This design comes from an exercise in tuning for small area, a short achievable clock period and few clock cycles per item on the open sky130 flow, not from production work. Where RTL was checked, it was by simulation tests only, not by an equivalence proof against the original. Function not checked in run 1: the RTL went through the layout flow alone. Power figures rest on the tool's default switching activity, not on a simulated workload.

==> design.v <==
package smx_pkg;
    localparam int MaxRows = 64;
    localparam int SumW    = 23;
    function automatic logic [16:0] pow2_lut(input logic [3:0] j);
        logic [16:0] v;
        unique case (j)
            4'd0: v = 17'd65536;   4'd1: v = 17'd62757;
            4'd2: v = 17'd60097;   4'd3: v = 17'd57549;
            4'd4: v = 17'd55109;   4'd5: v = 17'd52773;
            4'd6: v = 17'd50535;   4'd7: v = 17'd48393;
            4'd8: v = 17'd46341;   4'd9: v = 17'd44376;
            4'd10: v = 17'd42495;  4'd11: v = 17'd40693;
            4'd12: v = 17'd38968;  4'd13: v = 17'd37316;
            4'd14: v = 17'd35734;  default: v = 17'd34219;
        endcase
        pow2_lut = v;
    endfunction
    function automatic logic [8:0] exp_code(input logic [15:0] g);
        logic [21:0] p;
        p = 22'(g[11:0]) * 22'd369 + 22'd128;
        if (g[15:12] != 4'd0) begin
            exp_code = 9'h1FF;
        end else begin
            exp_code = p[20:12];
        end
    endfunction
    function automatic logic [16:0] exp_dec(input logic [8:0] c);
        logic [16:0] v;
        v = pow2_lut(c[3:0]) >> c[8:4];
        if (c[8:4] >= 5'd17) begin
            v = '0;
        end
        exp_dec = v;
    endfunction
endpackage
module smx_datapath #(
    parameter logic [15:0] REG_MASK = 16'hFFFE
) (
    input  logic        aclk,
    input  logic        aresetn,
    input  logic        adv,        
    input  logic        in_v,
    input  logic [16:0] in_e,
    input  logic [22:0] in_s,
    input  logic        in_last,
    input  logic        in_ovf,
    output logic        out_v,
    output logic [15:0] out_q,
    output logic        out_last,
    output logic        out_ovf
);
    logic [22:0] r_c   [17];
    logic [22:0] s_c   [17];
    logic [15:0] q_c   [17];
    logic        v_c   [17];
    logic        lst_c [17];
    logic        ovf_c [17];
    assign r_c[0]   = 23'(in_e);
    assign s_c[0]   = in_s;
    assign q_c[0]   = '0;
    assign v_c[0]   = in_v;
    assign lst_c[0] = in_last;
    assign ovf_c[0] = in_ovf;
    for (genvar i = 0; i < 16; i++) begin : g_step
        logic [22:0] r_i, s_i;
        logic [15:0] q_i;
        logic        v_i, lst_i, ovf_i;
        if (i > 0 && REG_MASK[i]) begin : g_reg
            logic [22:0] r_q, s_q;
            logic [i-1:0] q_q;
            logic        v_q, lst_q, ovf_q;
            always_ff @(posedge aclk) begin
                if (!aresetn) begin
                    v_q <= 1'b0;
                end else if (adv) begin
                    v_q <= v_c[i];
                end
                if (adv) begin
                    r_q   <= r_c[i];
                    s_q   <= s_c[i];
                    q_q   <= q_c[i][i-1:0];
                    lst_q <= lst_c[i];
                    ovf_q <= ovf_c[i];
                end
            end
            assign r_i = r_q;   assign s_i = s_q;   assign q_i = 16'(q_q);
            assign v_i = v_q;   assign lst_i = lst_q; assign ovf_i = ovf_q;
        end else begin : g_wire
            assign r_i = r_c[i];   assign s_i = s_c[i];   assign q_i = q_c[i];
            assign v_i = v_c[i];   assign lst_i = lst_c[i]; assign ovf_i = ovf_c[i];
        end
        logic [23:0] d_i;
        assign d_i = {r_i, 1'b0} - {1'b0, s_i};
        assign r_c[i+1]   = d_i[23] ? {r_i[21:0], 1'b0} : d_i[22:0];
        assign s_c[i+1]   = s_i;
        assign q_c[i+1]   = {q_i[14:0], ~d_i[23]};
        assign v_c[i+1]   = v_i;
        assign lst_c[i+1] = lst_i;
        assign ovf_c[i+1] = ovf_i;
    end
    assign out_v    = v_c[16];
    assign out_q    = q_c[16];
    assign out_last = lst_c[16];
    assign out_ovf  = ovf_c[16];
endmodule
module softmax_normalizer (
    input  logic        aclk,
    input  logic        aresetn,
    input  logic        s_tvalid,
    output logic        s_tready,
    input  logic [15:0] s_tdata,    
    input  logic        s_tlast,    
    output logic        m_tvalid,
    input  logic        m_tready,
    output logic [15:0] m_tdata,    
    output logic        m_tlast,    
    output logic        m_tuser     
);
    localparam int D1 = 4;    
    localparam int P1 = $clog2(D1);
    localparam int D2 = 3;    
    localparam int P2 = $clog2(D2 + 1);
    localparam logic [15:0] DIV_MASK = 16'hFFFE;   
    logic        rdy_q;
    logic [6:0]  cin_q;         
    logic [15:0] x_q;
    logic        st_q, dr_q, cl_q;
    logic [6:0]  occa_q;        
    logic [P1:0] q1res_q;       
    logic        acc;
    logic        st_in;
    logic        rd_a;          
    logic        pop1;          
    assign acc   = s_tvalid && rdy_q;
    assign st_in = acc && !cin_q[6];
    logic [6:0]  occa_b, occa_n;
    logic [P1:0] q1res_b, q1res_n;
    logic [6:0]  cin_n;
    logic        occa_ok0, occa_ok1, q1_ok0, q1_ok1, cin_sat1, rdy_n;
    assign occa_b   = occa_q - 7'(rd_a);
    assign q1res_b  = q1res_q - (P1+1)'(pop1);
    assign occa_n   = occa_b + 7'(st_in);
    assign q1res_n  = q1res_b + (P1+1)'(acc && s_tlast);
    assign cin_n    = !acc ? cin_q : (s_tlast ? 7'd0 : (cin_q[6] ? cin_q : cin_q + 7'd1));
    assign occa_ok0 = occa_b < 7'd64;
    assign occa_ok1 = occa_b < 7'd63;
    assign q1_ok0   = q1res_b < (P1+1)'(D1);
    assign q1_ok1   = q1res_b < (P1+1)'(D1 - 1);
    assign cin_sat1 = cin_q[6] || (cin_q == 7'd63);
    always_comb begin
        if (!acc) begin
            rdy_n = q1_ok0 && (occa_ok0 || cin_q[6]);
        end else if (s_tlast) begin
            rdy_n = q1_ok1 && (cin_q[6] ? occa_ok0 : occa_ok1);
        end else begin
            rdy_n = q1_ok0 && (cin_q[6] ? 1'b1 : (occa_ok1 || cin_sat1));
        end
    end
    always_ff @(posedge aclk) begin
        x_q <= s_tdata;
        if (!aresetn) begin
            rdy_q   <= 1'b0;
            cin_q   <= '0;
            st_q    <= 1'b0;
            dr_q    <= 1'b0;
            cl_q    <= 1'b0;
            occa_q  <= '0;
            q1res_q <= '0;
        end else begin
            st_q    <= st_in;
            dr_q    <= acc && cin_q[6];
            cl_q    <= acc && s_tlast;
            cin_q   <= cin_n;
            occa_q  <= occa_n;
            q1res_q <= q1res_n;
            rdy_q   <= rdy_n;
        end
    end
    assign s_tready = rdy_q;
    logic [15:0] mema [64];
    logic [5:0]  wpa_q;
    logic [15:0] lmax_q;
    logic [6:0]  ln_q;
    logic        lovf_q;
    logic [15:0] lmax_n;
    logic [6:0]  ln_n;
    logic        lovf_n;
    assign lmax_n = (st_q && ($signed(x_q) > $signed(lmax_q))) ? x_q : lmax_q;
    assign ln_n   = ln_q + 7'(st_q);
    assign lovf_n = lovf_q || dr_q;
    logic [15:0] q1max [D1];
    logic [5:0]  q1nm1 [D1];
    logic        q1ovf [D1];
    logic [P1-1:0] q1wp_q, q1rp_q;
    always_ff @(posedge aclk) begin
        if (st_q) begin
            mema[wpa_q] <= x_q;
        end
        if (cl_q) begin
            q1max[q1wp_q] <= lmax_n;
            q1nm1[q1wp_q] <= 6'(ln_n - 7'd1);
            q1ovf[q1wp_q] <= lovf_n;
        end
        if (!aresetn) begin
            wpa_q  <= '0;
            lmax_q <= 16'h8000;
            ln_q   <= '0;
            lovf_q <= 1'b0;
            q1wp_q <= '0;
        end else begin
            if (st_q) begin
                wpa_q <= wpa_q + 6'd1;
            end
            if (cl_q) begin
                lmax_q <= 16'h8000;
                ln_q   <= '0;
                lovf_q <= 1'b0;
                q1wp_q <= (q1wp_q == P1'(D1 - 1)) ? '0 : q1wp_q + 1'b1;
            end else begin
                lmax_q <= lmax_n;
                ln_q   <= ln_n;
                lovf_q <= lovf_n;
            end
        end
    end
    logic [P1:0] q1cnt_q;       
    logic [5:0]  rpa_q;
    logic [5:0]  sidx_q;
    logic [6:0]  occb_q;        
    logic [P2-1:0] q2res_q;     
    logic        rd_b;          
    logic        s_last;
    logic        s_ok;
    assign s_last = (sidx_q == q1nm1[q1rp_q]);
    assign s_ok   = (q1cnt_q != '0) && !occb_q[6] && (!s_last || (q2res_q != P2'(D2)));
    assign rd_a   = s_ok;
    assign pop1   = s_ok && s_last;
    logic [15:0] sx_q, smx_q;
    logic        s1v_q, s1l_q, s1o_q;
    logic [5:0]  s1n_q;
    logic [15:0] g_q;
    logic        s2v_q, s2l_q, s2o_q;
    logic [5:0]  s2n_q;
    logic [8:0]  s3c_q;
    logic        s3v_q, s3l_q, s3o_q;
    logic [5:0]  s3n_q;
    logic [8:0]  s4c_q;
    logic [16:0] s4e_q;
    logic        s4v_q, s4l_q, s4o_q;
    logic [5:0]  s4n_q;
    logic [22:0] sacc_q;
    logic [22:0] ssum;
    assign ssum = sacc_q + 23'(s4e_q);
    always_ff @(posedge aclk) begin
        if (s_ok) begin
            sx_q  <= mema[rpa_q];
            smx_q <= q1max[q1rp_q];
            s1l_q <= s_last;
            s1n_q <= q1nm1[q1rp_q];
            s1o_q <= q1ovf[q1rp_q];
        end
        g_q   <= smx_q - sx_q;
        s2l_q <= s1l_q;
        s2n_q <= s1n_q;
        s2o_q <= s1o_q;
        s3c_q <= smx_pkg::exp_code(g_q);
        s3l_q <= s2l_q;
        s3n_q <= s2n_q;
        s3o_q <= s2o_q;
        s4c_q <= s3c_q;
        s4e_q <= smx_pkg::exp_dec(s3c_q);
        s4l_q <= s3l_q;
        s4n_q <= s3n_q;
        s4o_q <= s3o_q;
        if (!aresetn) begin
            q1cnt_q <= '0;
            q1rp_q  <= '0;
            rpa_q   <= '0;
            sidx_q  <= '0;
            s1v_q   <= 1'b0;
            s2v_q   <= 1'b0;
            s3v_q   <= 1'b0;
            s4v_q   <= 1'b0;
            sacc_q  <= '0;
        end else begin
            q1cnt_q <= q1cnt_q + (P1+1)'(cl_q) - (P1+1)'(pop1);
            if (s_ok) begin
                rpa_q  <= rpa_q + 6'd1;
                sidx_q <= s_last ? 6'd0 : sidx_q + 6'd1;
                if (s_last) begin
                    q1rp_q <= (q1rp_q == P1'(D1 - 1)) ? '0 : q1rp_q + 1'b1;
                end
            end
            s1v_q <= s_ok;
            s2v_q <= s1v_q;
            s3v_q <= s2v_q;
            s4v_q <= s3v_q;
            if (s4v_q) begin
                sacc_q <= s4l_q ? 23'd0 : ssum;
            end
        end
    end
    logic [8:0]  memb [64];
    logic [5:0]  wpb_q;
    logic [22:0] q2s   [D2];
    logic [5:0]  q2nm1 [D2];
    logic        q2ovf [D2];
    logic [P2-1:0] q2wp_q, q2rp_q;
    logic        push2;
    logic        rel2;          
    assign push2 = s4v_q && s4l_q;
    always_ff @(posedge aclk) begin
        if (s4v_q) begin
            memb[wpb_q] <= s4c_q;
        end
        if (push2) begin
            q2s[q2wp_q]   <= ssum;
            q2nm1[q2wp_q] <= s4n_q;
            q2ovf[q2wp_q] <= s4o_q;
        end
        if (!aresetn) begin
            wpb_q   <= '0;
            q2wp_q  <= '0;
            occb_q  <= '0;
            q2res_q <= '0;
        end else begin
            if (s4v_q) begin
                wpb_q <= wpb_q + 6'd1;
            end
            if (push2) begin
                q2wp_q <= (q2wp_q == P2'(D2 - 1)) ? '0 : q2wp_q + 1'b1;
            end
            occb_q  <= occb_q + 7'(s_ok) - 7'(rd_b);
            q2res_q <= q2res_q + P2'(s_ok && s_last) - P2'(rel2);
        end
    end
    logic        adv;
    logic [P2-1:0] q2cnt_q;     
    logic [5:0]  rpb_q;
    logic [5:0]  eidx_q;
    logic        e_last;
    logic        e_ok;
    logic        ov_q;
    logic        adv_q;
    assign adv    = adv_q;
    assign e_last = (eidx_q == q2nm1[q2rp_q]);
    assign e_ok   = adv && (q2cnt_q != '0);
    assign rd_b   = e_ok;
    logic [8:0]    ec_q;
    logic [P2-1:0] e1i_q;
    logic          e1v_q, e1l_q, e1o_q;
    logic [16:0]   ee_q;
    logic [22:0]   es_q;
    logic          e2v_q, e2l_q, e2o_q;
    assign rel2 = adv && e1v_q && e1l_q;
    always_ff @(posedge aclk) begin
        if (e_ok) begin
            ec_q  <= memb[rpb_q];
            e1i_q <= q2rp_q;
            e1l_q <= e_last;
            e1o_q <= q2ovf[q2rp_q];
        end
        if (adv) begin
            ee_q  <= smx_pkg::exp_dec(ec_q);
            es_q  <= q2s[e1i_q];
            e2l_q <= e1l_q;
            e2o_q <= e1o_q;
        end
        if (!aresetn) begin
            q2cnt_q <= '0;
            q2rp_q  <= '0;
            rpb_q   <= '0;
            eidx_q  <= '0;
            e1v_q   <= 1'b0;
            e2v_q   <= 1'b0;
        end else begin
            q2cnt_q <= q2cnt_q + P2'(push2) - P2'(e_ok && e_last);
            if (e_ok) begin
                rpb_q  <= rpb_q + 6'd1;
                eidx_q <= e_last ? 6'd0 : eidx_q + 6'd1;
                if (e_last) begin
                    q2rp_q <= (q2rp_q == P2'(D2 - 1)) ? '0 : q2rp_q + 1'b1;
                end
            end
            if (adv) begin
                e1v_q <= e_ok;
                e2v_q <= e1v_q;
            end
        end
    end
    logic        dv, dl, dovf;
    logic [15:0] dq;
    smx_datapath #(.REG_MASK(DIV_MASK)) u_div (
        .aclk     (aclk),
        .aresetn  (aresetn),
        .adv      (adv),
        .in_v     (e2v_q),
        .in_e     (ee_q),
        .in_s     (es_q),
        .in_last  (e2l_q),
        .in_ovf   (e2o_q),
        .out_v    (dv),
        .out_q    (dq),
        .out_last (dl),
        .out_ovf  (dovf)
    );
    logic [15:0] op_q, kp_q;
    logic        ol_q, oo_q, kl_q, ko_q;
    logic        kv_q;
    logic        push_o, pop_o;
    logic [1:0]  ocnt, ocnt_n;
    assign push_o = adv && dv;
    assign pop_o  = ov_q && m_tready;
    assign ocnt   = {ov_q && kv_q, ov_q ^ kv_q};
    assign ocnt_n = ocnt + 2'(push_o) - 2'(pop_o);
    always_ff @(posedge aclk) begin
        if (!aresetn) begin
            ov_q  <= 1'b0;
            kv_q  <= 1'b0;
            adv_q <= 1'b1;
        end else begin
            ov_q  <= ocnt_n != 2'd0;
            kv_q  <= ocnt_n == 2'd2;
            adv_q <= ocnt_n != 2'd2;
        end
        if (!ov_q || pop_o) begin
            if (kv_q) begin
                op_q <= kp_q;
                ol_q <= kl_q;
                oo_q <= ko_q;
            end else begin
                op_q <= dq;
                ol_q <= dl;
                oo_q <= dovf;
            end
        end
        if (push_o) begin
            kp_q <= dq;
            kl_q <= dl;
            ko_q <= dovf;
        end
    end
    assign m_tvalid = ov_q;
    assign m_tdata  = op_q;
    assign m_tlast  = ol_q;
    assign m_tuser  = oo_q;
endmodule
==> run.sh <==
#!/bin/bash
# synth_recipe.tcl (not shown) runs the flow's synth.tcl, then flattens the netlist and writes it again
# the make line also repeats each setting of config.mk as NAME=value (left out here)
make -C /OpenROAD-flow-scripts/flow DESIGN_CONFIG=/design/flow/config.mk WORK_HOME=/design/flow/orfs CLKGATE_MAP_FILE= SYNTH_SCRIPT=/design/flow/synth_recipe.tcl finish
==> config.mk <==
export PLATFORM = sky130hd
export DESIGN_NAME = softmax_normalizer
export DESIGN_NICKNAME = softmax_normalizer
export VERILOG_FILES = /design/flow/design.v
export SDC_FILE = /design/flow/constraint.sdc
export NUM_CORES = 4
export LEC_CHECK = 0
export CAP_MARGIN = 20
export CORE_MARGIN = 2
export CORE_UTILIZATION = 40
export SLEW_MARGIN = 20
==> constraint.sdc <==
create_clock -name core_clock -period 11.0 [get_ports {aclk}]
set_input_delay 2.2000 -clock core_clock [delete_from_list [all_inputs] [get_ports {aclk}]]
set_output_delay 2.2000 -clock core_clock [all_outputs]
set_load 0.01 [all_outputs]
==> impl_table.tex, run 1 <==
\begin{tabular}{lr}
\hline
Metric & Value \\
\hline
\multicolumn{2}{l}{\textbf{STA}} \\
\quad Measured slew at the worst slew-check pin & 1.15 ns \\
\quad Setup repair after global routing missed its margin & no \\
\quad Worst Setup Slack, final & 5.00 ns \\
\quad Final period utilization & 54.5\% \\
\quad Normalized max-slew margin & 23.4\% \\
\quad Final hold slack & 0.328 ns \\
\quad Pins over their slew limit & 0 \\
\quad Min Tclk post-route & 6.00 ns \\
\quad Count of final setup violators & 0 \\
\quad Setup skew after layout & 0.0858 ns \\
\quad Final Hold Fails & 0 \\
\quad Maximum operating frequency & 0.167 GHz \\
\quad Fin Setup TNS & 0 ns \\
\multicolumn{2}{l}{\textbf{Synthesis}} \\
\quad Post-synth EDFFs & 2,753 \\
\quad Synth Cell Area & 0.133 sq mm \\
\quad Area share of the leading cell type in the synthesized netlist & 62.2\% \\
\quad Leading cell types by total area after synthesis & sky130\_fd\_sc\_hd\_\_edfxtp\_1 62\%, sky130\_fd\_sc\_hd\_\_mux4\_2 9.4\%, sky130\_fd\_sc\_hd\_\_ha\_1 4.8\% \\
\quad Number of distinct library cell variants in the gate-level netlist after synthesis & 92 \\
\quad Post-synthesis register bit count & 3,014 \\
\quad Average cell area after synthesis & 16.1 sq um \\
\quad Synth Flop Type & sky130\_fd\_sc\_hd\_\_edfxtp\_1 \\
\quad Dominant cell type by area after synthesis & sky130\_fd\_sc\_hd\_\_edfxtp\_1 \\
\quad Cells after synthesis & 8,251 \\
\quad Register area share after synthesis & 66.1\% \\
\quad Share of flip-flops with an asynchronous set or reset & 0\% \\
\quad Count of warnings emitted by yosys & 8 \\
\multicolumn{2}{l}{\textbf{Min path}} \\
\quad Hold-critical path endpoint & s3n\_q[1] \\
\quad Hold path depth & 0 \\
\quad Min-delay src & s2n\_q[1] \\
\quad Min-delay worst type & flip-flop to flip-flop \\
\multicolumn{2}{l}{\textbf{Finish}} \\
\quad Filler cell count & 28,400 \\
\quad Share of final-layout standard cells stronger than drive strength 1 & 18.3\% \\
\quad Area taken by flip-flops and latches & 0.0880 sq mm \\
\quad Layout-stage area growth over the synthesis result & 12.7\% \\
\quad Post-layout instance count excluding filler cells & 13,200 \\
\quad Multi-input logic area & 0.0421 sq mm \\
\quad NumNets Final & 9,099 \\
\quad Leading cell type in the layout, fill and taps excluded & sky130\_fd\_sc\_hd\_\_edfxtp\_1 \\
\quad Final design utilization & 45.3\% \\
\quad Leading cell types in the layout, fill and taps excluded & 2,753 x sky130\_fd\_sc\_hd\_\_edfxtp\_1, 558 x sky130\_fd\_sc\_hd\_\_inv\_1, 554 x sky130\_fd\_sc\_hd\_\_mux4\_2 \\
\quad Final standard cell area without fillers & 0.150 sq mm \\
\multicolumn{2}{l}{\textbf{Placement}} \\
\quad Placed instance count & 12,600 \\
\quad HPWL after DPL & 181,000 um \\
\quad Worst slack, placed & 5.06 ns \\
\quad Post-place instance area & 0.139 sq mm \\
\quad IO buf count & 40 \\
\quad Gp weighted congestion & 0.848 \\
\multicolumn{2}{l}{\textbf{Setup path}} \\
\quad Worst path most repeated cell & sky130\_fd\_sc\_hd\_\_inv\_1 \\
\quad Worst-path cell with the longest stage delay & sky130\_fd\_sc\_hd\_\_nor2\_1 \\
\quad Critical path fanouts, max & 13 \\
\quad Depth of the worst register-to-register path & 21 \\
\quad Arrival time of the worst setup path & 6.79 ns \\
\quad Critical path required time & 11.80 ns \\
\quad Largest stage delay on the critical path & 0.59 ns \\
\quad Critical-path cell list & ha\_1, inv\_1, fa\_1, inv\_1, fa\_1, inv\_1, fa\_1, inv\_1, ha\_1, ha\_1, a2111oi\_0, o21ai\_0, a31oi\_1, o21bai\_1, a21oi\_1, xnor2\_1, nor2\_1, inv\_1, nand2\_1, nor2\_1, nor3\_1 \\
\quad Crit path capture type & flip-flop \\
\quad Critical setup path kind & flip-flop to flip-flop \\
\quad Nature of the critical path startpoint & flip-flop \\
\quad Launching instance or port of the critical path & g\_q[5] \\
\quad Start of the worst register-to-register path & g\_q[5] \\
\quad Worst reg2reg setup slack & 5.00 ns \\
\multicolumn{2}{l}{\textbf{CTS}} \\
\quad Number of sinks on the clock net & 3,014 \\
\quad Total setup buffers inserted after CTS & 0 \\
\quad CTS tree & built \\
\quad TritonCTS Buffers & 328 \\
\quad Clock latency on the worst-skew pair & 0.95 ns \\
\quad Post\_cts resized & 0 \\
\quad Clock tree root buffer cell & sky130\_fd\_sc\_hd\_\_clkbuf\_16 \\
\quad Clk slew on worst S/H paths & 0.06 ns \\
\quad Deepest level of the CTS H-tree & 5 \\
\quad CTS max path bufs & 4 \\
\quad Post-CTS Hold Fix Bufs & 0 \\
\multicolumn{2}{l}{\textbf{GRT}} \\
\quad Number of antenna violations at the first check in global routing & 8 \\
\quad Maximum number of pins on one net before global-route repair & 185 \\
\quad Vias in the first global route & 71,600 \\
\quad Total congestion overflow after global routing & 0 \\
\quad GRT Resource Usage Total & 16.7\% \\
\quad Global-route wire length before repair & 436,000 um \\
\multicolumn{2}{l}{\textbf{Route}} \\
\quad DRT Wirelength & 285,000 um \\
\quad DR vias & 70,200 \\
\quad Vias per cell & 5.33 \\
\quad Initial DRC count & 5,668 \\
\quad 1st-pass router iterations & 5 \\
\quad Post-DRT Antenna Nets & 0 \\
\quad Total DRC errors in the routed layout & 0 \\
\quad Wire length per cell after detailed routing & 21.7 um \\
\multicolumn{2}{l}{\textbf{Power and ir drop}} \\
\quad Leakage power summed over all cells & 53.1 nW \\
\quad Total power per unit cell area & 250 mW/mm\^{}2 \\
\quad Peak supply drop & 0.150 mV \\
\quad Overall power of the completed layout & 37.5 mW \\
\multicolumn{2}{l}{\textbf{Flow run}} \\
\quad Reported max-cap violation count & 0 \\
\multicolumn{2}{l}{\textbf{Floorplanning}} \\
\quad Die Span Y & 581 um \\
\quad Chip width & 581 um \\
\quad Full die area & 0.337 sq mm \\
\quad Effective utilization at floorplan & 40.2\% \\
\quad Core ar. & 0.331 sq mm \\
\quad Number of top-level design ports & 41 \\
\quad Row count & 211 \\
\multicolumn{2}{l}{\textbf{Outcome}} \\
\quad Result of the run & finished clean \\
\hline
\end{tabular}
==> cell type report <==
cell class | count | share of cell area [%]
timing repair buffer | 199 | 1.12
sequential | 3014 | 58.7
antenna | 6 | 0.0100
multi-input combinational | 4418 | 28.1
inverter | 562 | 1.41
clock inverter | 189 | 1.14
clock buffer | 420 | 5.89
tap | 4366 | 3.64
==> layer usage <==
| layer | GRT usage, % | share of wire (%) |
|---|---|---|
| met1 | 22.3 | 43 |
| met2 | 28.5 | 50 |
| met3 | 1.97 | 4.4 |
| met4 | 4.79 | 2.6 |
| met5 | 0 | 0 |
==> synth_stat cells, types with 23 or more instances <==
library cell and count:
sky130_fd_sc_hd__a211oi_1 46, sky130_fd_sc_hd__a21o_1 138, sky130_fd_sc_hd__a21oi_1 301, sky130_fd_sc_hd__a31oi_1 36, sky130_fd_sc_hd__and2_1 80, sky130_fd_sc_hd__and3_1 42
sky130_fd_sc_hd__buf_1 59, sky130_fd_sc_hd__clkbuf_1 174, sky130_fd_sc_hd__dfxtp_1 261, sky130_fd_sc_hd__edfxtp_1 2753, sky130_fd_sc_hd__fa_1 45, sky130_fd_sc_hd__ha_1 510
sky130_fd_sc_hd__inv_1 558, sky130_fd_sc_hd__mux2_2 247, sky130_fd_sc_hd__mux2_4 57, sky130_fd_sc_hd__mux2i_1 108, sky130_fd_sc_hd__mux4_2 554, sky130_fd_sc_hd__nand2_1 283
sky130_fd_sc_hd__nand2b_1 70, sky130_fd_sc_hd__nand3_1 85, sky130_fd_sc_hd__nand4_1 35, sky130_fd_sc_hd__nor2_1 446, sky130_fd_sc_hd__nor2b_1 126, sky130_fd_sc_hd__nor3_1 104
sky130_fd_sc_hd__o21a_1 82, sky130_fd_sc_hd__o21ai_0 244, sky130_fd_sc_hd__o21bai_1 26, sky130_fd_sc_hd__o31ai_1 23, sky130_fd_sc_hd__or3_1 31, sky130_fd_sc_hd__xnor2_1 262
sky130_fd_sc_hd__xor2_1 118
==> state kept, by name (all words and copies together), names as in the netlist, 23 cells and up, named ones only <==
register and cells:
memb 576, q2s 69, u_div.g_step.g_reg.r_q 345, es_q 23, mema 1024, q1nm1 24, sacc_q 23, u_div.g_step.g_reg.s_q 345
q1max 64, u_div.g_step.g_reg.q_q 120
==> worst max path at each step <==
stage,to,slack (ns),depth (start not counted)
floorplan,occb_q[6],0.45,15
global placement,flip-flop,4.92,21
global route,flip-flop,4.39,21
detailed placement,flip-flop,5.06,21
finish,flip-flop,5.00,21
CTS,flip-flop,5.03,21
==> power breakdown <==
group	total, mW	switching (mW)	internal (mW)
clock network	10.7	4.56	6.17
registers	15.7	0.894	14.8
logic	11.0	5.60	5.41
total	37.5	11.1	26.4
==> cells by family after synthesis <==
kind of cell | synth area share [%]
compound gates | 5.43
fa+ha+maj | 5.48
other cells | 0.00282
flops | 66.1
buf+inv | 2.37
simple gates | 5.07
mux | 13.0
xor+xnor | 2.53
==> worst max-delay path: cells and delay by family, from the launching register on <==
family	cells	cell delay [ns]
AOI/OAI and AO/OA	5	1.33
xor gates and xnor gates	1	0.10
adders and majority gates	6	2.34
buffers and inverters	5	0.59
DFF	1	0.39
and+or+nand+nor	4	1.11
==> inputs of run 2 (changes only) <==
--- a/design.v
+++ b/design.v
@@ -243,3 +243,5 @@
     logic [5:0]  s2n_q;
-    logic [8:0]  s3c_q;
+    logic [14:0] ga_q;          
+    logic [17:0] gb_q;          
+    logic        gs_q;          
     logic        s3v_q, s3l_q, s3o_q;
@@ -247,8 +249,13 @@
     logic [8:0]  s4c_q;
-    logic [16:0] s4e_q;
     logic        s4v_q, s4l_q, s4o_q;
     logic [5:0]  s4n_q;
+    logic [8:0]  s5c_q;
+    logic [16:0] s5e_q;
+    logic        s5v_q, s5l_q, s5o_q;
+    logic [5:0]  s5n_q;
     logic [22:0] sacc_q;
     logic [22:0] ssum;
-    assign ssum = sacc_q + 23'(s4e_q);
+    logic [20:0] gp;
+    assign ssum = sacc_q + 23'(s5e_q);
+    assign gp   = {ga_q, 6'd0} + 21'(gb_q);
     always_ff @(posedge aclk) begin
@@ -265,3 +272,5 @@
         s2o_q <= s1o_q;
-        s3c_q <= smx_pkg::exp_code(g_q);
+        ga_q  <= {1'b0, g_q[11:0], 2'b00} + 15'(g_q[11:0]);
+        gb_q  <= {14'(g_q[11:0]) + {1'b0, g_q[11:0], 1'b0}, 4'd0} + 18'(g_q[11:0]) + 18'd128;
+        gs_q  <= g_q[15:12] != 4'd0;
         s3l_q <= s2l_q;
@@ -269,4 +278,3 @@
         s3o_q <= s2o_q;
-        s4c_q <= s3c_q;
-        s4e_q <= smx_pkg::exp_dec(s3c_q);
+        s4c_q <= gs_q ? 9'h1FF : gp[20:12];
         s4l_q <= s3l_q;
@@ -274,2 +282,7 @@
         s4o_q <= s3o_q;
+        s5c_q <= s4c_q;
+        s5e_q <= smx_pkg::exp_dec(s4c_q);
+        s5l_q <= s4l_q;
+        s5n_q <= s4n_q;
+        s5o_q <= s4o_q;
         if (!aresetn) begin
@@ -283,2 +296,3 @@
             s4v_q   <= 1'b0;
+            s5v_q   <= 1'b0;
             sacc_q  <= '0;
@@ -297,4 +311,5 @@
             s4v_q <= s3v_q;
-            if (s4v_q) begin
-                sacc_q <= s4l_q ? 23'd0 : ssum;
+            s5v_q <= s4v_q;
+            if (s5v_q) begin
+                sacc_q <= s5l_q ? 23'd0 : ssum;
             end
@@ -310,6 +325,6 @@
     logic        rel2;          
-    assign push2 = s4v_q && s4l_q;
+    assign push2 = s5v_q && s5l_q;
     always_ff @(posedge aclk) begin
-        if (s4v_q) begin
-            memb[wpb_q] <= s4c_q;
+        if (s5v_q) begin
+            memb[wpb_q] <= s5c_q;
         end
@@ -317,4 +332,4 @@
             q2s[q2wp_q]   <= ssum;
-            q2nm1[q2wp_q] <= s4n_q;
-            q2ovf[q2wp_q] <= s4o_q;
+            q2nm1[q2wp_q] <= s5n_q;
+            q2ovf[q2wp_q] <= s5o_q;
         end
@@ -326,3 +341,3 @@
         end else begin
-            if (s4v_q) begin
+            if (s5v_q) begin
                 wpb_q <= wpb_q + 6'd1;
==> flow/run.sh (new file) <==
#!/bin/bash
# Layout flow: the standard flow (standard.sh), with the standard synthesis run
# unchanged, and the timing repair of the later steps aiming below the clock period
# (a setup margin of REPAIR_MARGIN ns). Each step's output goes to a log of its own.
set -euo pipefail
REPAIR_MARGIN=6.5
bash standard.sh synth > synth.log 2>&1
bash standard.sh SETUP_SLACK_MARGIN=$REPAIR_MARGIN finish > layout.log 2>&1
==> standard.sh (new file) <==
#!/bin/bash
# synth_recipe.tcl (not shown) runs the flow's synth.tcl, then flattens the netlist and writes it again
# the make line also repeats each setting of config.mk as NAME=value (left out here)
make -C /OpenROAD-flow-scripts/flow DESIGN_CONFIG=/design/flow/config.mk WORK_HOME=/design/flow/orfs CLKGATE_MAP_FILE= SYNTH_SCRIPT=/design/flow/synth_recipe.tcl "${@:-finish}"
removed: run.sh
==> run 2 against run 1 <==
Net effect: worst hold slack worse by 0.052 ns; non-clock buffer count shrank 9; largest power group unchanged; sequential power barely moved.
==> impl_table.tex, run 2 <==
\begin{tabular}{lr}
\hline
Metric & Value \\
\hline
\multicolumn{2}{l}{\textbf{Outcome}} \\
\quad Result of the run & finished clean \\
\multicolumn{2}{l}{\textbf{GRT}} \\
\quad Maximum number of pins on one net before global-route repair & 184 \\
\quad GRT Resource Usage Total & 16.6\% \\
\quad Vias in the first global route & 75,000 \\
\quad Global-route wire length before repair & 447,000 um \\
\quad Number of antenna violations at the first check in global routing & 8 \\
\quad Total congestion overflow after global routing & 0 \\
\multicolumn{2}{l}{\textbf{Synthesis}} \\
\quad Number of distinct library cell variants in the gate-level netlist after synthesis & 99 \\
\quad Post-synth EDFFs & 2,753 \\
\quad Dominant cell type by area after synthesis & sky130\_fd\_sc\_hd\_\_edfxtp\_1 \\
\quad Synth Cell Area & 0.136 sq mm \\
\quad Library cell with the highest instance count after synthesis & sky130\_fd\_sc\_hd\_\_edfxtp\_1 \\
\quad Count of warnings emitted by yosys & 8 \\
\quad Leading cell types by total area after synthesis & sky130\_fd\_sc\_hd\_\_edfxtp\_1 61\%, sky130\_fd\_sc\_hd\_\_mux4\_2 9.1\%, sky130\_fd\_sc\_hd\_\_ha\_1 4.6\% \\
\quad Ranking of synthesized cells by instance count & 2,753 x sky130\_fd\_sc\_hd\_\_edfxtp\_1, 573 x sky130\_fd\_sc\_hd\_\_inv\_1, 551 x sky130\_fd\_sc\_hd\_\_mux4\_2 \\
\quad Synth Flop Type & sky130\_fd\_sc\_hd\_\_edfxtp\_1 \\
\quad Share of flip-flops with an asynchronous set or reset & 0\% \\
\quad Post-synthesis register bit count & 3,051 \\
\quad Cells after synthesis & 8,673 \\
\quad Average cell area after synthesis & 15.7 sq um \\
\quad Area share of the leading cell type in the synthesized netlist & 60.9\% \\
\quad Register area share after synthesis & 65.3\% \\
\multicolumn{2}{l}{\textbf{Setup path}} \\
\quad Largest stage delay on the critical path & 0.62 ns \\
\quad Last element of the critical path & m\_tvalid \\
\quad Number of buffer and inverter stages on the critical path & 1 \\
\quad Depth of the worst register-to-register path & 16 \\
\quad Critical path required time & 8.80 ns \\
\quad Worst reg2reg setup slack & 7.06 ns \\
\quad Launching instance or port of the critical path & ov\_q \\
\quad Worst-path cell with the longest stage delay & sky130\_fd\_sc\_hd\_\_clkdlybuf4s50\_1 \\
\quad Critical-path cell list & clkdlybuf4s50\_1 \\
\quad Crit path capture type & output port \\
\quad Critical path fanouts, max & 4 \\
\quad Number of stages on the worst setup path & 1 \\
\quad Arrival time of the worst setup path & 2.07 ns \\
\quad Nature of the critical path startpoint & flip-flop \\
\quad Reg2reg end & occb\_q[6] \\
\quad Critical setup path kind & flip-flop to output port \\
\quad Cell type group with the largest total delay on the critical path & buffers and inverters \\
\multicolumn{2}{l}{\textbf{CTS}} \\
\quad CTS max path bufs & 4 \\
\quad Deepest level of the CTS H-tree & 5 \\
\quad Total setup buffers inserted after CTS & 0 \\
\quad Clock latency on the worst-skew pair & 0.97 ns \\
\quad Number of sinks on the clock net & 3,051 \\
\quad Clk slew on worst S/H paths & 0.07 ns \\
\quad Post-CTS Hold Fix Bufs & 0 \\
\quad TritonCTS Buffers & 334 \\
\quad Post\_cts resized & 0 \\
\quad Clock tree root buffer cell & sky130\_fd\_sc\_hd\_\_clkbuf\_16 \\
\quad CTS tree & built \\
\multicolumn{2}{l}{\textbf{Power and ir drop}} \\
\quad Peak supply drop & 0.141 mV \\
\quad Leakage power summed over all cells & 53.0 nW \\
\quad Clock network power share & 28.6\% \\
\quad Net switching fraction of the power & 29.9\% \\
\quad Total power per unit cell area & 250 mW/mm\^{}2 \\
\quad Part of the total power dissipated in combinational logic & 30.0\% \\
\quad Net load switching power & 11.4 mW \\
\quad Share of total power in sequential cells & 41.5\% \\
\quad Internal power summed over all cells & 26.8 mW \\
\multicolumn{2}{l}{\textbf{Floorplanning}} \\
\quad Row count & 213 \\
\quad Die Span Y & 587 um \\
\quad Chip width & 587 um \\
\quad Full die area & 0.344 sq mm \\
\quad Core ar. & 0.337 sq mm \\
\quad Number of top-level design ports & 41 \\
\quad Effective utilization at floorplan & 40.3\% \\
\multicolumn{2}{l}{\textbf{Min path}} \\
\quad Min-delay worst type & flip-flop to flip-flop \\
\multicolumn{2}{l}{\textbf{Finish}} \\
\quad Largest register FFs & 1,024 \\
\quad Leading cell types in the layout, fill and taps excluded & 2,753 x sky130\_fd\_sc\_hd\_\_edfxtp\_1, 569 x sky130\_fd\_sc\_hd\_\_inv\_1, 551 x sky130\_fd\_sc\_hd\_\_mux4\_2 \\
\quad Final design utilization & 45.4\% \\
\quad Biggest registers after layout & mema x1024, memb x576 \\
\quad Leading cell type in the layout, fill and taps excluded & sky130\_fd\_sc\_hd\_\_edfxtp\_1 \\
\quad Share of final-layout standard cells stronger than drive strength 1 & 18.0\% \\
\quad Layout-stage area growth over the synthesis result & 12.6\% \\
\quad Register with the most flip-flops & mema \\
\quad NumNets Final & 9,453 \\
\multicolumn{2}{l}{\textbf{Route}} \\
\quad Vias per cell & 5.39 \\
\quad Wire length per cell after detailed routing & 21.3 um \\
\quad DR vias & 73,900 \\
\quad Initial DRC count & 5,846 \\
\quad Post-DRT Antenna Nets & 0 \\
\quad 1st-pass router iterations & 5 \\
\quad DRT Wirelength & 292,000 um \\
\quad Total DRC errors in the routed layout & 0 \\
\multicolumn{2}{l}{\textbf{STA}} \\
\quad Pins over their slew limit & 0 \\
\quad Measured slew at the worst slew-check pin & 1.16 ns \\
\quad Setup skew after layout & 0.102 ns \\
\quad Setup repair after global routing missed its margin & no \\
\quad Normalized max-slew margin & 22.6\% \\
\quad Count of final setup violators & 0 \\
\quad Final period utilization & 38.8\% \\
\quad Final Hold Fails & 0 \\
\quad Maximum operating frequency & 0.234 GHz \\
\quad Min Tclk post-route & 4.27 ns \\
\quad Fin Setup TNS & 0 ns \\
\multicolumn{2}{l}{\textbf{Placement}} \\
\quad Gp weighted congestion & 0.831 \\
\quad HPWL after DPL & 183,000 um \\
\quad IO buf count & 40 \\
\multicolumn{2}{l}{\textbf{Flow run}} \\
\quad Reported max-cap violation count & 0 \\
\hline
\end{tabular}
## run 2: cell count changes in the layout (fill, tap and decap cells not counted), moves of 17 or more
| cell | change |
|---|---|
| sky130_fd_sc_hd__fa_1 | -24 |
| sky130_fd_sc_hd__nand2_1 | +23 |
| sky130_fd_sc_hd__mux2_4 | -57 |
| sky130_fd_sc_hd__dfxtp_1 | +37 |
| sky130_fd_sc_hd__mux2_2 | +78 |
| sky130_fd_sc_hd__a311oi_1 | +23 |
| sky130_fd_sc_hd__ha_1 | -22 |
| sky130_fd_sc_hd__o21a_1 | +21 |
| sky130_fd_sc_hd__a21oi_1 | +64 |
| sky130_fd_sc_hd__nor2_2 | +20 |
| sky130_fd_sc_hd__a21o_1 | -17 |
| sky130_fd_sc_hd__o211ai_1 | +46 |
| sky130_fd_sc_hd__clkinv_2 | -26 |
## run 2: logic make-up after synthesis
| group | share of synthesized area, % |
|---|---|
| xor gates and xnor gates | 2.49 |
| muxes | 12.8 |
| DFF | 65.3 |
| AOI/OAI and AO/OA | 6.39 |
| other | 0.00276 |
| adders and majority gates | 4.88 |
| buffers and inverters | 2.49 |
| and+or+nand+nor | 5.63 |
## run 2: metrics by stage
| step | instances | hold WS, ns | setup WS [ns] | power, mW | cell area, sq um |
|---|---|---|---|---|---|
| 6_report | 13700 | 0.275 | 6.73 | 38.3 | 153000 |
| 2_1_floorplan | 8674 | 0.310 | 1.48 | 24.9 | 136000 |
| 4_1_cts | 13700 | 0.290 | 6.64 | 38.6 | 153000 |
| 5_1_grt | 13700 | 0.300 | 6.68 | 40.4 | 153000 |
| 3_3_place_gp | 13100 | 0.311 | 6.62 | 27.2 | 142000 |
| 3_5_place_dp | 13100 | 0.312 | 6.61 | 27.5 | 142000 |
## run 2: worst min-delay path by stage
stage             start       end  slack, ns  cells after the start
2_1_floorplan     s2l_q     s3l_q       0.31                      0
3_3_place_gp   s4n_q[1]  s5n_q[1]       0.31                      0
3_5_place_dp   s2n_q[2]  s3n_q[2]       0.31                      0
4_1_cts        s4c_q[1]  s5c_q[1]       0.29                      0
5_1_grt        s4c_q[1]  s5c_q[1]       0.30                      0
6_report       s4c_q[1]  s5c_q[1]       0.28                      0
## run 2: layout make-up
| type | count | area, sq um |
|---|---|---|
| Fill cell | 28900 | 184000 |
| Antenna cell | 4 | 10.0 |
| Clock buffer | 440 | 9110 |
| Clock inverter | 166 | 1610 |
| Multi-Input combinational cell | 4762 | 44000 |
| Tap cell | 4515 | 5650 |
| Timing Repair Buffer | 190 | 1610 |
| Sequential cell | 3051 | 88700 |
| Inverter | 577 | 2180 |
## run 2: per-layer routing
| layer | share of wire (%) | wire length, um | vias up | track usage (%) |
|---|---|---|---|---|
| met2 | 50 | 145000 | 1777 | 28.5 |
| met5 | 0.0044 | 13 | - | 0 |
| met4 | 2.4 | 7120 | 2 | 4.46 |
| li1 | - | - | 34000 | - |
| met3 | 5.1 | 14800 | 442 | 2.33 |
| met1 | 43 | 126000 | 37600 | 22.1 |
## run 2: power groups by stage
| stage | logic [mW] | clock network [mW] | registers [mW] |
|---|---|---|---|
| floorplan | 9.04 | 0 | 15.8 |
| global placement | 11.1 | 0 | 16.1 |
| detailed placement | 11.3 | 0 | 16.2 |
| CTS | 11.5 | 11.2 | 15.9 |
| global route | 12.8 | 11.6 | 16.0 |
| finish | 11.5 | 10.9 | 15.9 |
Testbench counts of run 2, summed over its fixed seeds: cycles 12,425, items 10,857.
==> inputs of run 3 (changes only) <==
==> run.sh (new file) <==
#!/bin/bash
# synth_recipe.tcl (not shown) runs the flow's synth.tcl, then flattens the netlist and writes it again
# the make line also repeats each setting of config.mk as NAME=value (left out here)
make -C /OpenROAD-flow-scripts/flow DESIGN_CONFIG=/design/flow/config.mk WORK_HOME=/design/flow/orfs CLKGATE_MAP_FILE= SYNTH_SCRIPT=/design/flow/synth_recipe.tcl finish
--- a/config.mk
+++ b/config.mk
@@ -10,2 +10,3 @@
 export CORE_UTILIZATION = 40
+export SETUP_SLACK_MARGIN = 5
 export SLEW_MARGIN = 20
removed: flow/run.sh
removed: standard.sh
==> run 3 against run 2 <==
Net effect: die area stayed put; highest routed layer unchanged; critical path depth stayed put; clock power hardly changed; via count stayed put; synthesized cell count stayed put; cell count stayed put; sequential power hardly changed; largest power group unchanged.
==> impl_table.tex, run 3 <==
\begin{tabular}{lr}
\hline
Metric & Value \\
\hline
\multicolumn{2}{l}{\textbf{Floorplanning}} \\
\quad Die Span Y & 587 um \\
\quad Number of top-level design ports & 41 \\
\quad Core ar. & 0.337 sq mm \\
\quad Effective utilization at floorplan & 40.3\% \\
\quad Chip width & 587 um \\
\quad Full die area & 0.344 sq mm \\
\quad Row count & 213 \\
\multicolumn{2}{l}{\textbf{GRT}} \\
\quad Maximum number of pins on one net before global-route repair & 184 \\
\quad Number of antenna violations at the first check in global routing & 8 \\
\quad Vias in the first global route & 75,000 \\
\quad Global-route wire length before repair & 447,000 um \\
\quad Total congestion overflow after global routing & 0 \\
\quad GRT Resource Usage Total & 16.6\% \\
\multicolumn{2}{l}{\textbf{Setup path}} \\
\quad Nature of the critical path startpoint & flip-flop \\
\quad Critical setup path kind & flip-flop to output port \\
\quad Number of stages on the worst setup path & 1 \\
\quad Worst-path cell with the longest stage delay & sky130\_fd\_sc\_hd\_\_clkdlybuf4s50\_1 \\
\quad Cell type group with the largest total delay on the critical path & buffers and inverters \\
\quad Critical-path cell list & clkdlybuf4s50\_1 \\
\quad Critical path fanouts, max & 4 \\
\quad Crit path capture type & output port \\
\quad Last element of the critical path & m\_tvalid \\
\quad Largest stage delay on the critical path & 0.62 ns \\
\quad Number of buffer and inverter stages on the critical path & 1 \\
\quad Critical path required time & 8.80 ns \\
\quad Depth of the worst register-to-register path & 16 \\
\quad Launching instance or port of the critical path & ov\_q \\
\quad Reg2reg end & occb\_q[6] \\
\quad Arrival time of the worst setup path & 2.07 ns \\
\quad Worst reg2reg setup slack & 7.06 ns \\
\multicolumn{2}{l}{\textbf{STA}} \\
\quad Pins over their slew limit & 0 \\
\quad Final period utilization & 38.8\% \\
\quad Normalized max-slew margin & 22.6\% \\
\quad Min Tclk post-route & 4.27 ns \\
\quad Setup skew after layout & 0.102 ns \\
\quad Maximum operating frequency & 0.234 GHz \\
\quad Fin Setup TNS & 0 ns \\
\quad Setup repair after global routing missed its margin & no \\
\quad Measured slew at the worst slew-check pin & 1.16 ns \\
\quad Count of final setup violators & 0 \\
\quad Final Hold Fails & 0 \\
\multicolumn{2}{l}{\textbf{Power and ir drop}} \\
\quad Leakage power summed over all cells & 53.0 nW \\
\quad Clock network power share & 28.6\% \\
\quad Total power per unit cell area & 250 mW/mm\^{}2 \\
\quad Net load switching power & 11.4 mW \\
\quad Internal power summed over all cells & 26.8 mW \\
\quad Peak supply drop & 0.141 mV \\
\quad Part of the total power dissipated in combinational logic & 30.0\% \\
\quad Share of total power in sequential cells & 41.5\% \\
\quad Net switching fraction of the power & 29.9\% \\
\multicolumn{2}{l}{\textbf{Route}} \\
\quad Post-DRT Antenna Nets & 0 \\
\quad Vias per cell & 5.39 \\
\quad DR vias & 73,900 \\
\quad Initial DRC count & 5,846 \\
\quad Total DRC errors in the routed layout & 0 \\
\quad DRT Wirelength & 292,000 um \\
\quad 1st-pass router iterations & 5 \\
\quad Wire length per cell after detailed routing & 21.3 um \\
\multicolumn{2}{l}{\textbf{Outcome}} \\
\quad Result of the run & finished clean \\
\multicolumn{2}{l}{\textbf{CTS}} \\
\quad Post\_cts resized & 0 \\
\quad Deepest level of the CTS H-tree & 5 \\
\quad Clk slew on worst S/H paths & 0.07 ns \\
\quad TritonCTS Buffers & 334 \\
\quad Post-CTS Hold Fix Bufs & 0 \\
\quad Clock tree root buffer cell & sky130\_fd\_sc\_hd\_\_clkbuf\_16 \\
\quad Number of sinks on the clock net & 3,051 \\
\quad CTS tree & built \\
\quad Total setup buffers inserted after CTS & 0 \\
\quad Clock latency on the worst-skew pair & 0.97 ns \\
\quad CTS max path bufs & 4 \\
\multicolumn{2}{l}{\textbf{Synthesis}} \\
\quad Cells after synthesis & 8,673 \\
\quad Share of flip-flops with an asynchronous set or reset & 0\% \\
\quad Register area share after synthesis & 65.3\% \\
\quad Synth Flop Type & sky130\_fd\_sc\_hd\_\_edfxtp\_1 \\
\quad Area share of the leading cell type in the synthesized netlist & 60.9\% \\
\quad Synth Cell Area & 0.136 sq mm \\
\quad Dominant cell type by area after synthesis & sky130\_fd\_sc\_hd\_\_edfxtp\_1 \\
\quad Number of distinct library cell variants in the gate-level netlist after synthesis & 99 \\
\quad Post-synthesis register bit count & 3,051 \\
\quad Library cell with the highest instance count after synthesis & sky130\_fd\_sc\_hd\_\_edfxtp\_1 \\
\quad Count of warnings emitted by yosys & 8 \\
\quad Ranking of synthesized cells by instance count & 2,753 x sky130\_fd\_sc\_hd\_\_edfxtp\_1, 573 x sky130\_fd\_sc\_hd\_\_inv\_1, 551 x sky130\_fd\_sc\_hd\_\_mux4\_2 \\
\quad Post-synth EDFFs & 2,753 \\
\quad Leading cell types by total area after synthesis & sky130\_fd\_sc\_hd\_\_edfxtp\_1 61\%, sky130\_fd\_sc\_hd\_\_mux4\_2 9.1\%, sky130\_fd\_sc\_hd\_\_ha\_1 4.6\% \\
\quad Average cell area after synthesis & 15.7 sq um \\
\multicolumn{2}{l}{\textbf{Finish}} \\
\quad Area taken by flip-flops and latches & 0.0887 sq mm \\
\quad Leading cell type in the layout, fill and taps excluded & sky130\_fd\_sc\_hd\_\_edfxtp\_1 \\
\quad Filler cell count & 28,900 \\
\quad Layout-stage area growth over the synthesis result & 12.6\% \\
\quad Leading cell types in the layout, fill and taps excluded & 2,753 x sky130\_fd\_sc\_hd\_\_edfxtp\_1, 569 x sky130\_fd\_sc\_hd\_\_inv\_1, 551 x sky130\_fd\_sc\_hd\_\_mux4\_2 \\
\quad NumNets Final & 9,453 \\
\quad Largest register FFs & 1,024 \\
\quad Final design utilization & 45.4\% \\
\quad Post-layout instance count excluding filler cells & 13,700 \\
\quad Register with the most flip-flops & mema \\
\quad Biggest registers after layout & mema x1024, memb x576 \\
\quad Share of final-layout standard cells stronger than drive strength 1 & 18.0\% \\
\quad Multi-input logic area & 0.0440 sq mm \\
\multicolumn{2}{l}{\textbf{Min path}} \\
\quad Min-delay worst type & flip-flop to flip-flop \\
\quad Hold path depth & 0 \\
\multicolumn{2}{l}{\textbf{Placement}} \\
\quad HPWL after DPL & 183,000 um \\
\quad Gp weighted congestion & 0.831 \\
\quad Placed instance count & 13,100 \\
\quad IO buf count & 40 \\
\multicolumn{2}{l}{\textbf{Flow run}} \\
\quad Reported max-cap violation count & 0 \\
\hline
\end{tabular}
[run 3: cells by family (layout without fill, tap and decap cells)]
family / after synthesis / count (layout) / synth area share (%)
other: 1 / 6 / 0.00276
muxes: 1001 / 1001 / 12.8
buffers and inverters: 861 / 1373 / 2.49
AOI/OAI and AO/OA: 1312 / 1312 / 6.39
adders and majority gates: 516 / 516 / 4.88
xor gates and xnor gates: 382 / 382 / 2.49
and+or+nand+nor: 1549 / 1549 / 5.63
DFF: 3051 / 3051 / 65.3
[run 3: cell type report]
type,count,share of cell area (%)
diodes,4,0.00655
multi-input cells,4762,28.8
well taps,4515,3.69
inverters,577,1.43
clock inverters,166,1.05
clock buffers,440,5.96
repair buffers,190,1.05
flip-flops and latches,3051,58.0
[run 3: how the worst min path moves through the flow]
| stage | to | slack, ns | from |
|---|---|---|---|
| finish | s5c_q[1] | 0.28 | s4c_q[1] |
| detailed placement | s3n_q[2] | 0.31 | s2n_q[2] |
| CTS | s5c_q[1] | 0.29 | s4c_q[1] |
| floorplan | s3l_q | 0.31 | s2l_q |
| global placement | s5n_q[1] | 0.31 | s4n_q[1] |
| global route | s5c_q[1] | 0.30 | s4c_q[1] |
[run 3: power by group through the flow]
stage                     Sequential [mW]  Clock (mW)  Combinational (mW)
after global routing                 16.0        11.6                12.8
after floorplan                      15.8           0                9.04
after global placement               16.1           0                11.1
after detailed placement             16.2           0                11.3
final                                15.9        10.9                11.5
after CTS                            15.9        11.2                11.5
[run 3: metrics by stage]
| step | total power [mW] | setup WS (ns) | hold WS, ns | area, sq um |
|---|---|---|---|---|
| after global routing | 40.4 | 6.68 | 0.300 | 153000 |
| final | 38.3 | 6.73 | 0.275 | 153000 |
| after floorplan | 24.9 | 1.48 | 0.310 | 136000 |
| after CTS | 38.6 | 6.64 | 0.290 | 153000 |
| after detailed placement | 27.5 | 6.61 | 0.312 | 142000 |
| after global placement | 27.2 | 6.62 | 0.311 | 142000 |
[run 3: per-layer routing]
layer	share of wire [%]	vias to the layer above	GRT usage, %
li1	-	34000	-
met2	50	1777	28.5
met4	2.4	2	4.46
met5	0.0044	-	0
met3	5.1	442	2.33
met1	43	37600	22.1
==> inputs of run 4 (changes only) <==
==> flow/run.sh (new file) <==
#!/bin/bash
# Layout flow: the standard flow (standard.sh), with the standard synthesis run
# unchanged. Two changes to how the layout is made: the port buffers that placement
# inserts on every input and output are buf_4 cells, and the timing repair of the later
# steps aims below the clock period (a setup margin of REPAIR_MARGIN ns).
# Each step's output goes to a log of its own.
set -euo pipefail
REPAIR_MARGIN=7.2
bash standard.sh synth > synth.log 2>&1
bash standard.sh SETUP_SLACK_MARGIN=$REPAIR_MARGIN "BUFFER_PORTS_ARGS=-buffer_cell sky130_fd_sc_hd__buf_4" finish > layout.log 2>&1
==> standard.sh (new file) <==
#!/bin/bash
# synth_recipe.tcl (not shown) runs the flow's synth.tcl, then flattens the netlist and writes it again
# the make line also repeats each setting of config.mk as NAME=value (left out here)
make -C /OpenROAD-flow-scripts/flow DESIGN_CONFIG=/design/flow/config.mk WORK_HOME=/design/flow/orfs CLKGATE_MAP_FILE= SYNTH_SCRIPT=/design/flow/synth_recipe.tcl "${@:-finish}"
--- a/config.mk
+++ b/config.mk
@@ -10,3 +10,2 @@
 export CORE_UTILIZATION = 40
-export SETUP_SLACK_MARGIN = 5
 export SLEW_MARGIN = 20
removed: run.sh
==> run 4 against run 3 <==
Net effect: sequential share of layout area hardly changed; area after synthesis stayed put; design area is 0.11% higher; utilization hardly changed; synthesized cell count stayed put; clock power hardly changed.
==> impl_table.tex, run 4 <==
\begin{tabular}{lr}
\hline
Metric & Value \\
\hline
\multicolumn{2}{l}{\textbf{Setup path}} \\
\quad Largest stage delay on the critical path & 0.77 ns \\
\quad Number of buffer and inverter stages on the critical path & 2 \\
\quad Arrival time of the worst setup path & 4.29 ns \\
\quad Worst path most repeated cell & sky130\_fd\_sc\_hd\_\_mux4\_2 \\
\quad Cell type group with the largest total delay on the critical path & multiplexers \\
\quad Reg2reg end & sx\_q[4] \\
\quad Nature of the critical path startpoint & flip-flop \\
\quad Depth of the worst register-to-register path & 5 \\
\quad Critical path required time & 11.58 ns \\
\quad Worst-path cell with the longest stage delay & sky130\_fd\_sc\_hd\_\_dfxtp\_4 \\
\quad Critical-path cell list & buf\_8, buf\_8, mux4\_2, mux4\_2, mux4\_2 \\
\quad Critical path fanouts, max & 72 \\
\quad Worst reg2reg setup slack & 7.30 ns \\
\quad Start of the worst register-to-register path & rpa\_q[1] \\
\quad Crit path capture type & flip-flop \\
\quad Critical setup path kind & flip-flop to flip-flop \\
\multicolumn{2}{l}{\textbf{Floorplanning}} \\
\quad Effective utilization at floorplan & 40.3\% \\
\quad Row count & 213 \\
\quad Core ar. & 0.337 sq mm \\
\quad Number of top-level design ports & 41 \\
\quad Die Span Y & 587 um \\
\quad Chip width & 587 um \\
\quad Full die area & 0.344 sq mm \\
\multicolumn{2}{l}{\textbf{Synthesis}} \\
\quad Dominant cell type by area after synthesis & sky130\_fd\_sc\_hd\_\_edfxtp\_1 \\
\quad Cells after synthesis & 8,673 \\
\quad Average cell area after synthesis & 15.7 sq um \\
\quad Register area share after synthesis & 65.3\% \\
\quad Share of flip-flops with an asynchronous set or reset & 0\% \\
\quad Count of warnings emitted by yosys & 8 \\
\quad Library cell with the highest instance count after synthesis & sky130\_fd\_sc\_hd\_\_edfxtp\_1 \\
\quad Area share of the leading cell type in the synthesized netlist & 60.9\% \\
\quad Post-synthesis register bit count & 3,051 \\
\quad Number of distinct library cell variants in the gate-level netlist after synthesis & 99 \\
\quad Synth Flop Type & sky130\_fd\_sc\_hd\_\_edfxtp\_1 \\
\quad Leading cell types by total area after synthesis & sky130\_fd\_sc\_hd\_\_edfxtp\_1 61\%, sky130\_fd\_sc\_hd\_\_mux4\_2 9.1\%, sky130\_fd\_sc\_hd\_\_ha\_1 4.6\% \\
\quad Synth Cell Area & 0.136 sq mm \\
\quad Ranking of synthesized cells by instance count & 2,753 x sky130\_fd\_sc\_hd\_\_edfxtp\_1, 573 x sky130\_fd\_sc\_hd\_\_inv\_1, 551 x sky130\_fd\_sc\_hd\_\_mux4\_2 \\
\quad Post-synth EDFFs & 2,753 \\
\multicolumn{2}{l}{\textbf{Power and ir drop}} \\
\quad Overall power of the completed layout & 38.2 mW \\
\quad Total power per unit cell area & 250 mW/mm\^{}2 \\
\quad Peak supply drop & 0.120 mV \\
\quad Leakage power summed over all cells & 53.2 nW \\
\multicolumn{2}{l}{\textbf{CTS}} \\
\quad Post-CTS Hold Fix Bufs & 0 \\
\quad Number of sinks on the clock net & 3,051 \\
\quad Deepest level of the CTS H-tree & 5 \\
\quad Clk slew on worst S/H paths & 0.06 ns \\
\quad TritonCTS Buffers & 333 \\
\quad Clock tree root buffer cell & sky130\_fd\_sc\_hd\_\_clkbuf\_16 \\
\quad Clock latency on the worst-skew pair & 0.94 ns \\
\quad CTS max path bufs & 4 \\
\quad CTS tree & built \\
\multicolumn{2}{l}{\textbf{GRT}} \\
\quad Total congestion overflow after global routing & 0 \\
\quad Number of antenna violations at the first check in global routing & 6 \\
\quad GRT Resource Usage Total & 16.6\% \\
\quad Maximum number of pins on one net before global-route repair & 200 \\
\quad Vias in the first global route & 74,900 \\
\quad Global-route wire length before repair & 448,000 um \\
\multicolumn{2}{l}{\textbf{STA}} \\
\quad Final hold slack & 0.314 ns \\
\quad Worst Setup Slack, final & 7.30 ns \\
\quad Measured slew at the worst slew-check pin & 1.10 ns \\
\quad Final period utilization & 33.6\% \\
\quad Count of final setup violators & 0 \\
\quad Final Hold Fails & 0 \\
\quad Min Tclk post-route & 3.70 ns \\
\quad Maximum operating frequency & 0.270 GHz \\
\quad Pins over their slew limit & 0 \\
\quad Fin Setup TNS & 0 ns \\
\quad Setup repair after global routing missed its margin & yes \\
\quad Normalized max-slew margin & 26.5\% \\
\quad Setup skew after layout & 0.0800 ns \\
\multicolumn{2}{l}{\textbf{Route}} \\
\quad Wire length per cell after detailed routing & 21.2 um \\
\quad Vias per cell & 5.35 \\
\quad DRT Wirelength & 291,000 um \\
\quad Post-DRT Antenna Nets & 0 \\
\quad Initial DRC count & 5,965 \\
\quad Total DRC errors in the routed layout & 0 \\
\quad 1st-pass router iterations & 6 \\
\quad DR vias & 73,300 \\
\multicolumn{2}{l}{\textbf{Finish}} \\
\quad Leading cell type in the layout, fill and taps excluded & sky130\_fd\_sc\_hd\_\_edfxtp\_1 \\
\quad Leading cell types in the layout, fill and taps excluded & 2,753 x sky130\_fd\_sc\_hd\_\_edfxtp\_1, 569 x sky130\_fd\_sc\_hd\_\_inv\_1, 551 x sky130\_fd\_sc\_hd\_\_mux4\_2 \\
\quad Largest register FFs & 1,024 \\
\quad Share of final-layout standard cells stronger than drive strength 1 & 18.7\% \\
\quad NumNets Final & 9,463 \\
\quad Layout-stage area growth over the synthesis result & 12.7\% \\
\quad Register with the most flip-flops & mema \\
\quad Biggest registers after layout & mema x1024, memb x576 \\
\multicolumn{2}{l}{\textbf{Placement}} \\
\quad Gp weighted congestion & 0.837 \\
\quad HPWL after DPL & 182,000 um \\
\quad Worst slack, placed & 6.32 ns \\
\quad IO buf count & 40 \\
\multicolumn{2}{l}{\textbf{Min path}} \\
\quad Hold-critical path endpoint & s5c\_q[0] \\
\quad Min-delay worst type & flip-flop to flip-flop \\
\quad Hold path depth & 0 \\
\quad Min-delay src & s4c\_q[0] \\
\multicolumn{2}{l}{\textbf{Flow run}} \\
\quad Reported max-cap violation count & 0 \\
\multicolumn{2}{l}{\textbf{Outcome}} \\
\quad Result of the run & finished clean \\
\hline
\end{tabular}
## run 4: cell counts after synthesis
No cell type changed its count.
## run 4: per-layer routing
metal,track usage (%),wire (um)
met1,22.0,124000
met2,28.7,145000
met3,2.21,15200
met4,4.45,6890
met5,0,0
## run 4: final cells by class
| class | count | area (sq um) |
|---|---|---|
| sequential | 3051 | 88700 |
| antenna | 3 | 7.51 |
| fill | 28900 | 184000 |
| clock buffer | 412 | 8870 |
| clock inverter | 184 | 1820 |
| multi-input combinational | 4762 | 44100 |
| tap | 4515 | 5650 |
| inverter | 577 | 2180 |
| timing repair buffer | 201 | 1730 |
## run 4: worst max path at each step
stage           endpoint  slack, ns     start  cells after the start
2_1_floorplan  occb_q[6]       1.48     adv_q                     14
3_3_place_gp     sx_q[3]       6.36  rpa_q[0]                      5
3_5_place_dp     sx_q[4]       6.32  rpa_q[1]                      5
4_1_cts          sx_q[4]       7.21  rpa_q[1]                      5
5_1_grt         gb_q[17]       7.09    g_q[1]                     16
6_report         sx_q[4]       7.30  rpa_q[1]                      5
## run 4: cells by family (layout without fill, tap and decap cells)
group	Yosys count	after routing	synth area share [%]
compound gates	1312	1312	6.39
flops	3051	3051	65.3
fa+ha+maj	516	516	4.88
buf+inv	861	1374	2.49
xor+xnor	382	382	2.49
mux	1001	1001	12.8
simple gates	1549	1549	5.63
other cells	1	5	0.00276
## run 4: power breakdown
part / total (mW) / internal (mW) / switching (mW) / leakage (nW)
clock: 10.9 / 6.40 / 4.55 / 5.19
combinational: 11.4 / 5.46 / 5.91 / 20.5
sequential: 15.9 / 15.0 / 0.901 / 27.5
total: 38.2 / 26.8 / 11.4 / 53.2
## run 4: timing repair
item | in CTS | in global routing
pin swaps | 1 | 0
resized for setup | 20 | 20
hold endpoints to repair | 0 | 0
buffers inserted | 4 | 0
endpoints found under the setup margin | 209 | 256
## run 4: stage by stage
stage / cells / utilization [%] / instance area [sq um]
after floorplan: 8674 / - / 136000
after global placement: 13100 / 42.1 / 142000
after detailed placement: 13100 / 42.1 / 142000
after CTS: 13700 / 45.3 / 153000
after global routing: 13700 / 45.4 / 153000
final: 13700 / 45.4 / 153000

-- re-timing with driven ports --
The flow's constraints put no driver on any port. The routed layouts listed below were extracted and timed again, unchanged, in two steps.
Step 1, drivers: a clkbuf_16 drives aclk and a buf_2 each remaining input, both assumed.
Step 2 times the ports against the registers' clock, not the clock port: input delays grow and output delays shrink by t, the midpoint of the rising clock arrivals with the driver on.
Three values: ideal ports, drivers, drivers and shift; two values: the first two.
| run | shift t [ns] | setup slack, ns | slew at the worst register clock pin (ns) |
|---|---|---|---|
| run 1 | 1.000 | 5.005 / 5.005 / 5.005 | 0.06 / 0.06 |
| run 2 | 1.008 | 6.732 / 6.637 / 6.588 | 0.07 / 0.07 |
| run 3 | 1.008 | 6.732 / 6.637 / 6.588 | 0.07 / 0.07 |
| run 4 | 0.981 | 7.299 / 7.264 / 6.797 | 0.07 / 0.07 |
After both steps setup and hold are still met in every run listed. The setup slack of run 4, which loses most, moves by -0.035 ns with the drivers and by -0.502 ns with both steps.
